What follows belongs to an exercise in optimizing a design on an open flow for small area; a production flow would make more cautious choices.
Function was checked by simulation only, so behaviour that the tests miss may differ from the original.
Power and IR drop assume default switching activity.

### config.mk
export PLATFORM = sky130hd
export DESIGN_NAME = cluster_centroid_n
export DESIGN_NICKNAME = cluster_centroid_n
export VERILOG_FILES = /design/flow/design.v
export SDC_FILE = /design/flow/constraint.sdc
export NUM_CORES = 4
export LEC_CHECK = 0
export CAP_MARGIN = 20
export CORE_MARGIN = 2
export CORE_UTILIZATION = 40
export SLEW_MARGIN = 20
### constraint.sdc
create_clock -name core_clock -period 8.0 [get_ports {clk}]
set_input_delay 1.6000 -clock core_clock [delete_from_list [all_inputs] [get_ports {clk}]]
set_output_delay 1.6000 -clock core_clock [all_outputs]
set_load 0.01 [all_outputs]
### design.v
module cluster_centroid_n #(
  parameter int IMG_WIDTH    = 640,
  parameter int IMG_HEIGHT   = 480,
  parameter int NUM_CLUSTERS = 3,
  parameter int COLOR_W      = 12,
  parameter int DIST_THRESH  = 64,
  parameter int MIN_COUNT    = 4,
  localparam int XW = $clog2(IMG_WIDTH),
  localparam int YW = $clog2(IMG_HEIGHT),
  localparam int IW = (NUM_CLUSTERS > 1) ? $clog2(NUM_CLUSTERS) : 1
) (
  input  logic                         clk,
  input  logic                         rst,
  input  logic signed [COLOR_W-1:0]    pixel_r,
  input  logic signed [COLOR_W-1:0]    pixel_g,
  input  logic signed [COLOR_W-1:0]    pixel_b,
  input  logic                         pixel_valid,
  input  logic [XW-1:0]                x,
  input  logic [YW-1:0]                y,
  input  logic                         ref_wr_en,
  input  logic [IW-1:0]                ref_wr_idx,
  input  logic signed [COLOR_W-1:0]    ref_wr_r,
  input  logic signed [COLOR_W-1:0]    ref_wr_g,
  input  logic signed [COLOR_W-1:0]    ref_wr_b,
  output logic [NUM_CLUSTERS*XW-1:0]   centroid_x,
  output logic [NUM_CLUSTERS*YW-1:0]   centroid_y,
  output logic [NUM_CLUSTERS-1:0]      found,
  output logic                         frame_done,
  output logic                         busy,
  output logic                         overrun
);
  localparam int DW       = COLOR_W + 3;
  localparam int CW       = $clog2(IMG_WIDTH * IMG_HEIGHT + 1);
  localparam int SUM_W    = $clog2(IMG_WIDTH * IMG_WIDTH * IMG_HEIGHT);
  localparam int QW       = (XW > YW) ? XW : YW;
  localparam int SW       = $clog2(2 * NUM_CLUSTERS);
  localparam int BW       = $clog2(SUM_W);
  localparam logic [SW-1:0] LAST_SEL = SW'(2 * NUM_CLUSTERS - 1);
  localparam logic [BW-1:0] LAST_BIT = BW'(SUM_W - 1);
  localparam logic signed [DW-1:0] THRESH = DW'(DIST_THRESH);
  typedef enum logic [1:0] {S_IDLE, S_DIV, S_LOAD} state_t;
  function automatic logic signed [DW-1:0] abs_diff(
    input logic signed [COLOR_W-1:0] a,
    input logic signed [COLOR_W-1:0] b
  );
    logic signed [DW-1:0] t;
    t = {{3{a[COLOR_W-1]}}, a} - {{3{b[COLOR_W-1]}}, b};
    abs_diff = t[DW-1] ? -t : t;
  endfunction
  logic signed [COLOR_W-1:0] r_ref_r [NUM_CLUSTERS];
  logic signed [COLOR_W-1:0] r_ref_g [NUM_CLUSTERS];
  logic signed [COLOR_W-1:0] r_ref_b [NUM_CLUSTERS];
  logic                 r_s1_valid, r_s1_eof;
  logic [XW-1:0]        r_s1_x;
  logic [YW-1:0]        r_s1_y;
  logic signed [DW-1:0] r_s1_d [NUM_CLUSTERS];
  logic                 w_match;
  logic [IW-1:0]        w_win;
  logic signed [DW-1:0] w_best;
  logic                 r_s2_hit, r_s2_eof;
  logic [IW-1:0]        r_s2_idx;
  logic [XW-1:0]        r_s2_x;
  logic [YW-1:0]        r_s2_y;
  logic [CW-1:0]    r_cnt [NUM_CLUSTERS];
  logic [SUM_W-1:0] r_sx  [NUM_CLUSTERS];
  logic [SUM_W-1:0] r_sy  [NUM_CLUSTERS];
  logic [NUM_CLUSTERS-1:0] w_hit;
  logic [CW-1:0]    w_fin_cnt [NUM_CLUSTERS];
  logic [SUM_W-1:0] w_fin_sx  [NUM_CLUSTERS];
  logic [SUM_W-1:0] w_fin_sy  [NUM_CLUSTERS];
  logic [CW-1:0]    r_snap_cnt [NUM_CLUSTERS];
  logic [SUM_W-1:0] r_snap_sx  [NUM_CLUSTERS];
  logic [SUM_W-1:0] r_snap_sy  [NUM_CLUSTERS];
  state_t           r_state;
  logic [SW-1:0]    r_sel;
  logic [BW-1:0]    r_bit;
  logic [SUM_W-1:0] r_dvd;
  logic [CW-1:0]    r_rem;
  logic [QW-1:0]    r_quo;
  logic [XW-1:0]    r_qx [NUM_CLUSTERS];
  logic [YW-1:0]    r_qy [NUM_CLUSTERS];
  logic [IW-1:0]    w_cl;
  logic             w_last_bit, w_snap_go, w_ge;
  logic [SUM_W-1:0] w_dvd_in;
  logic [CW-1:0]    w_rem_in, w_divisor, w_rem_nx;
  logic [CW:0]      w_rem_sh;
  logic [QW-1:0]    w_quo_in, w_quo_nx;
  logic [NUM_CLUSTERS*XW-1:0] r_centroid_x;
  logic [NUM_CLUSTERS*YW-1:0] r_centroid_y;
  logic [NUM_CLUSTERS-1:0]    r_found;
  logic                       r_frame_done, r_busy, r_overrun;
  always_ff @(posedge clk) begin
    if (rst) begin
      for (int k = 0; k < NUM_CLUSTERS; k++) begin
        r_ref_r[k] <= COLOR_W'(50  + 450 * k);
        r_ref_g[k] <= COLOR_W'(100 + 450 * k);
        r_ref_b[k] <= COLOR_W'(150 + 450 * k);
      end
    end else begin
      for (int k = 0; k < NUM_CLUSTERS; k++) begin
        if (ref_wr_en && ref_wr_idx == IW'(k)) begin
          r_ref_r[k] <= ref_wr_r;
          r_ref_g[k] <= ref_wr_g;
          r_ref_b[k] <= ref_wr_b;
        end
      end
    end
  end
  always_ff @(posedge clk) begin
    if (rst) begin
      r_s1_valid <= 1'b0;
      r_s1_eof   <= 1'b0;
      r_s2_hit   <= 1'b0;
      r_s2_eof   <= 1'b0;
    end else begin
      r_s1_valid <= pixel_valid;
      r_s1_eof   <= pixel_valid && x == XW'(IMG_WIDTH - 1) && y == YW'(IMG_HEIGHT - 1);
      r_s2_hit   <= r_s1_valid && w_match;
      r_s2_eof   <= r_s1_eof;
    end
  end
  always_ff @(posedge clk) begin
    r_s1_x   <= x;
    r_s1_y   <= y;
    for (int k = 0; k < NUM_CLUSTERS; k++)
      r_s1_d[k] <= abs_diff(pixel_r, r_ref_r[k]) + abs_diff(pixel_g, r_ref_g[k])
                 + abs_diff(pixel_b, r_ref_b[k]);
    r_s2_idx <= w_win;
    r_s2_x   <= r_s1_x;
    r_s2_y   <= r_s1_y;
  end
  always_comb begin
    w_match = 1'b0;
    w_win   = '0;
    w_best  = '0;
    for (int k = 0; k < NUM_CLUSTERS; k++) begin
      if (r_s1_d[k] <= THRESH && (!w_match || r_s1_d[k] < w_best)) begin
        w_match = 1'b1;
        w_win   = IW'(k);
        w_best  = r_s1_d[k];
      end
    end
  end
  always_comb begin
    for (int k = 0; k < NUM_CLUSTERS; k++) begin
      w_hit[k]     = r_s2_hit && r_s2_idx == IW'(k);
      w_fin_cnt[k] = r_cnt[k] + (w_hit[k] ? CW'(1) : CW'(0));
      w_fin_sx[k]  = r_sx[k] + (w_hit[k] ? SUM_W'(r_s2_x) : SUM_W'(0));
      w_fin_sy[k]  = r_sy[k] + (w_hit[k] ? SUM_W'(r_s2_y) : SUM_W'(0));
    end
  end
  always_ff @(posedge clk) begin
    for (int k = 0; k < NUM_CLUSTERS; k++) begin
      if (rst || r_s2_eof) begin
        r_cnt[k] <= '0;
        r_sx[k]  <= '0;
        r_sy[k]  <= '0;
      end else begin
        r_cnt[k] <= w_fin_cnt[k];
        r_sx[k]  <= w_fin_sx[k];
        r_sy[k]  <= w_fin_sy[k];
      end
    end
  end
  assign w_snap_go = r_s2_eof && r_state == S_IDLE;
  always_ff @(posedge clk) begin
    if (w_snap_go) begin
      for (int k = 0; k < NUM_CLUSTERS; k++) begin
        r_snap_cnt[k] <= w_fin_cnt[k];
        r_snap_sx[k]  <= w_fin_sx[k];
        r_snap_sy[k]  <= w_fin_sy[k];
      end
    end
  end
  always_comb begin
    w_cl       = IW'(r_sel >> 1);
    w_last_bit = r_bit == LAST_BIT;
    w_divisor  = r_snap_cnt[w_cl];
    if (r_bit == '0) begin
      w_dvd_in = r_sel[0] ? r_snap_sy[w_cl] : r_snap_sx[w_cl];
      w_rem_in = '0;
      w_quo_in = '0;
    end else begin
      w_dvd_in = r_dvd;
      w_rem_in = r_rem;
      w_quo_in = r_quo;
    end
    w_rem_sh = {w_rem_in, w_dvd_in[SUM_W-1]};
    w_ge     = w_rem_sh >= {1'b0, w_divisor};
    w_rem_nx = w_ge ? CW'(w_rem_sh - {1'b0, w_divisor}) : w_rem_sh[CW-1:0];
    w_quo_nx = (w_quo_in << 1) | QW'(w_ge);
  end
  always_ff @(posedge clk) begin
    if (r_state == S_DIV) begin
      r_dvd <= w_dvd_in << 1;
      r_rem <= w_rem_nx;
      r_quo <= w_quo_nx;
      if (w_last_bit) begin
        if (r_sel[0]) r_qy[w_cl] <= (w_divisor == '0) ? '0 : w_quo_nx[YW-1:0];
        else          r_qx[w_cl] <= (w_divisor == '0) ? '0 : w_quo_nx[XW-1:0];
      end
    end
  end
  always_ff @(posedge clk) begin
    if (rst) begin
      r_state      <= S_IDLE;
      r_sel        <= '0;
      r_bit        <= '0;
      r_busy       <= 1'b0;
      r_frame_done <= 1'b0;
      r_overrun    <= 1'b0;
      r_found      <= '0;
      r_centroid_x <= '0;
      r_centroid_y <= '0;
    end else begin
      r_frame_done <= 1'b0;
      if (r_s2_eof && r_state != S_IDLE) r_overrun <= 1'b1;
      case (r_state)
        S_IDLE: begin
          if (w_snap_go) begin
            r_state <= S_DIV;
            r_sel   <= '0;
            r_bit   <= '0;
            r_busy  <= 1'b1;
          end
        end
        S_DIV: begin
          if (w_last_bit) begin
            r_bit <= '0;
            if (r_sel == LAST_SEL) r_state <= S_LOAD;
            else                   r_sel   <= r_sel + SW'(1);
          end else begin
            r_bit <= r_bit + BW'(1);
          end
        end
        S_LOAD: begin
          for (int k = 0; k < NUM_CLUSTERS; k++) begin
            r_found[k] <= r_snap_cnt[k] >= CW'(MIN_COUNT);
            if (r_snap_cnt[k] >= CW'(MIN_COUNT)) begin
              r_centroid_x[k*XW +: XW] <= r_qx[k];
              r_centroid_y[k*YW +: YW] <= r_qy[k];
            end
          end
          r_frame_done <= 1'b1;
          r_busy       <= 1'b0;
          r_state      <= S_IDLE;
        end
        default: r_state <= S_IDLE;
      endcase
    end
  end
  assign centroid_x = r_centroid_x;
  assign centroid_y = r_centroid_y;
  assign found      = r_found;
  assign frame_done = r_frame_done;
  assign busy       = r_busy;
  assign overrun    = r_overrun;
endmodule
### run.sh
#!/bin/bash
# synth_recipe.tcl (not shown) runs the flow's synth.tcl, then flattens the netlist and writes it again
# the make line also repeats each setting of config.mk as NAME=value (left out here)
make -C /OpenROAD-flow-scripts/flow DESIGN_CONFIG=/design/flow/config.mk WORK_HOME=/design/flow/orfs CLKGATE_MAP_FILE= SYNTH_SCRIPT=/design/flow/synth_recipe.tcl finish
==> run summary <==
[state kept, by name, summed over array words and instances, names as in the netlist, 5 cells and up]
name and count:
r_bit 5, r_centroid_x 30, r_centroid_y 27, r_cnt 57, r_dvd 27, r_quo 9, r_qx 30, r_qy 27
r_ref_b 36, r_ref_g 36, r_ref_r 36, r_rem 19, r_s1_d 45, r_s1_x 10, r_s1_y 9, r_s2_x 10
r_s2_y 9, r_snap_cnt 57, r_snap_sx 84, r_snap_sy 84, r_sx 84, r_sy 84
[power breakdown]
| group | switching, uW | leakage [uW] | total [uW] | internal [uW] |
|---|---|---|---|---|
| Clock | 1820 | 0.00157 | 4450 | 2630 |
| Combinational | 2010 | 0.0117 | 3560 | 1550 |
| Sequential | 150 | 0.00691 | 4750 | 4600 |
[synth_stat cells, types with 11 or more instances]
cell / instances / share of area
sky130_fd_sc_hd__nand3_1: 92 / 0.010
sky130_fd_sc_hd__a21o_1: 47 / 0.0080
sky130_fd_sc_hd__o211ai_1: 20 / 0.0034
sky130_fd_sc_hd__o21bai_1: 14 / 0.0024
sky130_fd_sc_hd__nor2_1: 348 / 0.030
sky130_fd_sc_hd__a211o_1: 31 / 0.0061
sky130_fd_sc_hd__inv_1: 255 / 0.022
sky130_fd_sc_hd__a22oi_1: 77 / 0.013
sky130_fd_sc_hd__fa_1: 61 / 0.028
sky130_fd_sc_hd__a31oi_1: 28 / 0.0040
sky130_fd_sc_hd__o21ai_0: 135 / 0.015
sky130_fd_sc_hd__mux2i_1: 73 / 0.017
sky130_fd_sc_hd__and4_1: 12 / 0.0024
sky130_fd_sc_hd__or3_1: 29 / 0.0041
sky130_fd_sc_hd__and2_1: 310 / 0.044
sky130_fd_sc_hd__nor3_1: 75 / 0.0085
sky130_fd_sc_hd__nor3b_1: 11 / 0.0019
sky130_fd_sc_hd__or4_1: 15 / 0.0025
sky130_fd_sc_hd__nand4_1: 33 / 0.0047
sky130_fd_sc_hd__nand2b_1: 26 / 0.0037
sky130_fd_sc_hd__a211oi_1: 48 / 0.0081
sky130_fd_sc_hd__xnor2_1: 276 / 0.055
sky130_fd_sc_hd__ha_1: 273 / 0.077
sky130_fd_sc_hd__mux2_2: 21 / 0.0053
sky130_fd_sc_hd__o41ai_1: 11 / 0.0022
sky130_fd_sc_hd__a31o_2: 13 / 0.0026
sky130_fd_sc_hd__clkbuf_1: 138 / 0.012
sky130_fd_sc_hd__o21a_1: 33 / 0.0056
sky130_fd_sc_hd__and3_1: 66 / 0.0093
sky130_fd_sc_hd__nand3b_1: 20 / 0.0034
sky130_fd_sc_hd__or2_2: 24 / 0.0034
sky130_fd_sc_hd__nor2b_1: 39 / 0.0055
sky130_fd_sc_hd__xor2_1: 141 / 0.028
sky130_fd_sc_hd__o31ai_1: 19 / 0.0032
sky130_fd_sc_hd__nand2_1: 382 / 0.032
sky130_fd_sc_hd__edfxtp_1: 337 / 0.23
sky130_fd_sc_hd__nor4_1: 24 / 0.0034
sky130_fd_sc_hd__buf_1: 12 / 0.0010
sky130_fd_sc_hd__a21oi_1: 307 / 0.035
sky130_fd_sc_hd__dfxtp_1: 495 / 0.22
[area by class of cell]
| type | count | area [sq um] |
|---|---|---|
| clock buffers | 132 | 2700 |
| clock inverters | 43 | 519 |
| fillers | 10471 | 59400 |
| inverters | 255 | 957 |
| multi-input cells | 3273 | 22800 |
| flip-flops and latches | 832 | 20000 |
| well taps | 1488 | 1860 |
| repair buffers | 193 | 1870 |
[worst paths after layout]
kind	start	endpoint	slack, ps	cells after the start
worst max-delay path	pixel_g[0]	r_s1_d[2][13]$_DFF_P_	1400	25
worst min-delay path	r_s1_y[2]$_DFF_P_	r_s2_y[2]$_DFF_P_	320	0
worst max register to register	r_s1_d[0][0]$_DFF_P_	r_s2_idx[0]$_SDFF_PP0_	2100	22
worst min register to register	r_s1_y[2]$_DFF_P_	r_s2_y[2]$_DFF_P_	320	0
[layer usage]
metal,track usage,vias up,part of all wire
li1,-,16136,-
met1,0.254,15356,0.45
met2,0.338,600,0.48
met3,0.0327,169,0.042
met4,0.0584,4,0.027
met5,0,-,0.00026
[worst max-delay path: stages]
cell,delay [ps]
sky130_fd_sc_hd__clkdlybuf4s50_1,410
sky130_fd_sc_hd__inv_1,110
sky130_fd_sc_hd__ha_1,180
sky130_fd_sc_hd__inv_1,50
sky130_fd_sc_hd__fa_1,440
sky130_fd_sc_hd__a211oi_1,260
sky130_fd_sc_hd__o21bai_1,130
sky130_fd_sc_hd__a2111oi_0,590
sky130_fd_sc_hd__o31ai_1,240
sky130_fd_sc_hd__a21oi_1,200
sky130_fd_sc_hd__nor3_1,80
sky130_fd_sc_hd__buf_4,190
sky130_fd_sc_hd__mux2_2,290
sky130_fd_sc_hd__fa_1,510
sky130_fd_sc_hd__ha_1,160
sky130_fd_sc_hd__inv_1,50
sky130_fd_sc_hd__fa_1,410
sky130_fd_sc_hd__nor2b_1,140
sky130_fd_sc_hd__o21a_1,140
sky130_fd_sc_hd__o21ai_0,70
sky130_fd_sc_hd__nand2b_1,100
sky130_fd_sc_hd__a31o_2,180
sky130_fd_sc_hd__a41oi_1,140
sky130_fd_sc_hd__a221oi_1,320
sky130_fd_sc_hd__xor2_1,180
[cell families after synthesis]
group | after synthesis | synth area share
simple gates | 1541 | 0.176
compound gates | 877 | 0.127
flops | 832 | 0.452
xor+xnor | 418 | 0.0829
buf+inv | 407 | 0.0346
fa+ha+maj | 334 | 0.105
mux | 94 | 0.0218
other cells | 2 | 0.000170
[metrics by stage]
stage / setup WS, ps / instance area [sq um] / std cells
5_1_grt: 971 / 50800 / 6216
6_report: 1400 / 50800 / 6216
2_1_floorplan: 1030 / 44300 / 4512
4_1_cts: 1460 / 50800 / 6216
3_3_place_gp: 903 / 47500 / 6041
3_5_place_dp: 786 / 47500 / 6041
[placed cells by master (no fill, tap or decap), types with 15 or more instances in the layout]
cell type,count
sky130_fd_sc_hd__clkbuf_1,21
sky130_fd_sc_hd__clkbuf_16,97
sky130_fd_sc_hd__a22oi_1,77
sky130_fd_sc_hd__clkdlybuf4s50_1,158
sky130_fd_sc_hd__nand3b_1,20
sky130_fd_sc_hd__o211ai_1,20
sky130_fd_sc_hd__nand2_1,382
sky130_fd_sc_hd__edfxtp_1,337
sky130_fd_sc_hd__mux2i_1,73
sky130_fd_sc_hd__xor2_1,141
sky130_fd_sc_hd__or3_1,29
sky130_fd_sc_hd__a21o_1,47
sky130_fd_sc_hd__and2_1,310
sky130_fd_sc_hd__o21ai_0,135
sky130_fd_sc_hd__nand3_1,92
sky130_fd_sc_hd__a31oi_1,28
sky130_fd_sc_hd__o31ai_1,19
sky130_fd_sc_hd__inv_1,254
sky130_fd_sc_hd__ha_1,270
sky130_fd_sc_hd__buf_4,32
sky130_fd_sc_hd__nor3_1,75
sky130_fd_sc_hd__and3_1,66
sky130_fd_sc_hd__or4_1,15
sky130_fd_sc_hd__fa_1,61
sky130_fd_sc_hd__a211o_1,31
sky130_fd_sc_hd__nor2_1,346
sky130_fd_sc_hd__nand4_1,33
sky130_fd_sc_hd__a21oi_1,307
sky130_fd_sc_hd__nand2b_1,26
sky130_fd_sc_hd__o21a_1,33
sky130_fd_sc_hd__xnor2_1,276
sky130_fd_sc_hd__nor2b_1,39
sky130_fd_sc_hd__a211oi_1,48
sky130_fd_sc_hd__dfxtp_1,494
sky130_fd_sc_hd__nor4_1,24
sky130_fd_sc_hd__or2_2,24
sky130_fd_sc_hd__mux2_2,21
==> run summary <==
Layout:
- The fraction of final layout cells sized beyond drive strength 1 is 0.0580.
- The layout-stage area growth over the synthesis result is 14.7%.
- After the last flow step, the layout net total stands at 5079.
- Once layout is complete, the utilization of the core stands at 0.461.
- The number of antenna diodes is 0.

STA:
- The final-report hold violation count is 0.
- Setup violations remaining at the end of the flow were counted as 0.
- The worst relative slew slack is 0.245.
- Of the available clock period, the critical path in the final layout requires 0.825.
- The count of final max-slew check failures came to 0.
- Adding up every negative setup slack in the final design gives 0 ps.
- Setup repair after global routing left no endpoint under its margin.
- The final critical delay including setup and external delays is 6600 ps.
- The transition time at the pin with the least slew margin is 1100 ps.
- The clock tree skew after final layout is 32.6 ps.
- The worst hold slack after final layout is 320 ps.
- The maximum clock rate is 0.151 GHz.

Logic synthesis:
- The most used flip-flop cell after synthesis is sky130_fd_sc_hd__dfxtp_1.
- The synthesized area divided by synthesized cell count is 9.83 sq um.
- In this run the cell area of the synthesized design comes to 0.0443 sq mm.
- The share of the Yosys chip area taken by registers is 0.452.
- The yosys synthesis warning count is 14.
- After synthesis, the share of flip-flops with an asynchronous set or reset is 0.
- Synthesis produced 4505 cells.
- Synthesis inferred 832 register bits.
- Counting flops with a built-in enable in the synthesized netlist gives 337.
- The unique cell type count in the Yosys netlist is 86.

Worst setup path:
- Along the worst path, the maximum fanout reaches 12.
- STA classifies the critical path startpoint as a primary input.
- The critical path class is primary input to register.
- At the worst endpoint, the arrival time is 7200 ps.
- The data required time at the worst endpoint is 8600 ps.
- STA classifies the critical path endpoint as a register.

Detailed routing:
- In the routed design, unresolved DRC markers number 0.
- The count of vias placed by the detailed router is 32265.
- In this run the remaining antenna-violating nets after routing total 0.
- In the final routed layout, each cell accounts on average for 18.0 microns.
- The total wire length is 112000 microns.
- The detailed router finished its first iteration with 2181 violations.
- In the routed layout, each cell is associated on average with a via count of 5.19.
- The detailed-routing iteration count for the pre-antenna-repair pass is 6.

Power:
- Total power for the finished layout comes to 12800 uW.
- For this design the ratio of total power to cell area is 251 mW/mm^2.
- Across the VDD grid, the largest voltage drop is 0.000179 V.
- Summed over all cells, the static leakage comes to 0.0202 uW.

GRT:
- In the global route stage, overall resource usage came out at 0.197.
- The number of global-route vias before repair came to 31701.
- For this run the aggregate overflow at the end of global routing stands at 0.
- Entering global routing, the biggest net connects 181 pins.
- The first global-routing pass estimated 176000 microns of wire.
- The initial antenna violation count was 4.

Clock tree:
- The number of clock buffers inserted by TritonCTS is 93.
- The later-pin clock latency in the skew report is 690 ps.
- The total clock sinks is 832.
- The total of cells resized after clock tree synthesis is 0.
- In this run the deepest clock path goes through 3 buffers.
- The root buffer cell is sky130_fd_sc_hd__clkbuf_16.
- After clock tree synthesis, the clock-pin slew on the worst setup and hold paths is 60 ps.
- The CTS tree is done.
- The H-tree was split into 3 levels.
- The number of hold buffers added after CTS was 0.
- Buffers added to address setup during post-CTS repair amount to 0.

Placed design:
- The wire-length estimate of the detail-placed layout is 80900 microns.
- The total of buffers placed on input and output ports is 159.
- The routability-driven placement congestion ratio is 0.923.

Job:
- Max-cap violations in this run came to 0.

Floorplan:
- The overall die area is 0.113 sq mm.
- The starting density of the core is 0.402.
- The overall die width is 337 microns.
- In this run the standard cell core region covers 0.110 sq mm.
- 160 I/O pins were placed.
- The number of core rows is 122.
- In this run the vertical extent of the chip is 337 microns.

Outcome:
- The run finished with no timing, DRC or antenna violations.

Min path:
- The worst hold path belongs to the class register to register.

==> afterwards: timing with drivers on the ports <==
The results above use ideal ports. As a check the final layout listed here was re-extracted and re-timed, cells and wires unchanged.
Step 1 sets driving cells, clkbuf_16 on the clock port and buf_2 on the other inputs (assumed; they add their load-dependent delay and slew).
Step 2 adds t to the input delays and takes it off the output delays; t is the mean of the earliest and latest rising clock arrival at the registers after step 1. Input paths then give back, and output paths get back, about the clock's delay inside the block.
Slacks: ideal ports / drivers / drivers and shift; pairs: ideal ports / drivers.
t (ns): 0.732
slack for setup (ns): 1.398 / 1.444 / 0.712
latest minus earliest clock arrival (ns): 0.050 / 0.050
worst slew at a driven data input, ns: 0.20
After both steps setup and hold are still met in this run. The setup slack of this run moves by +0.046 ns with the drivers and by -0.686 ns with both steps.
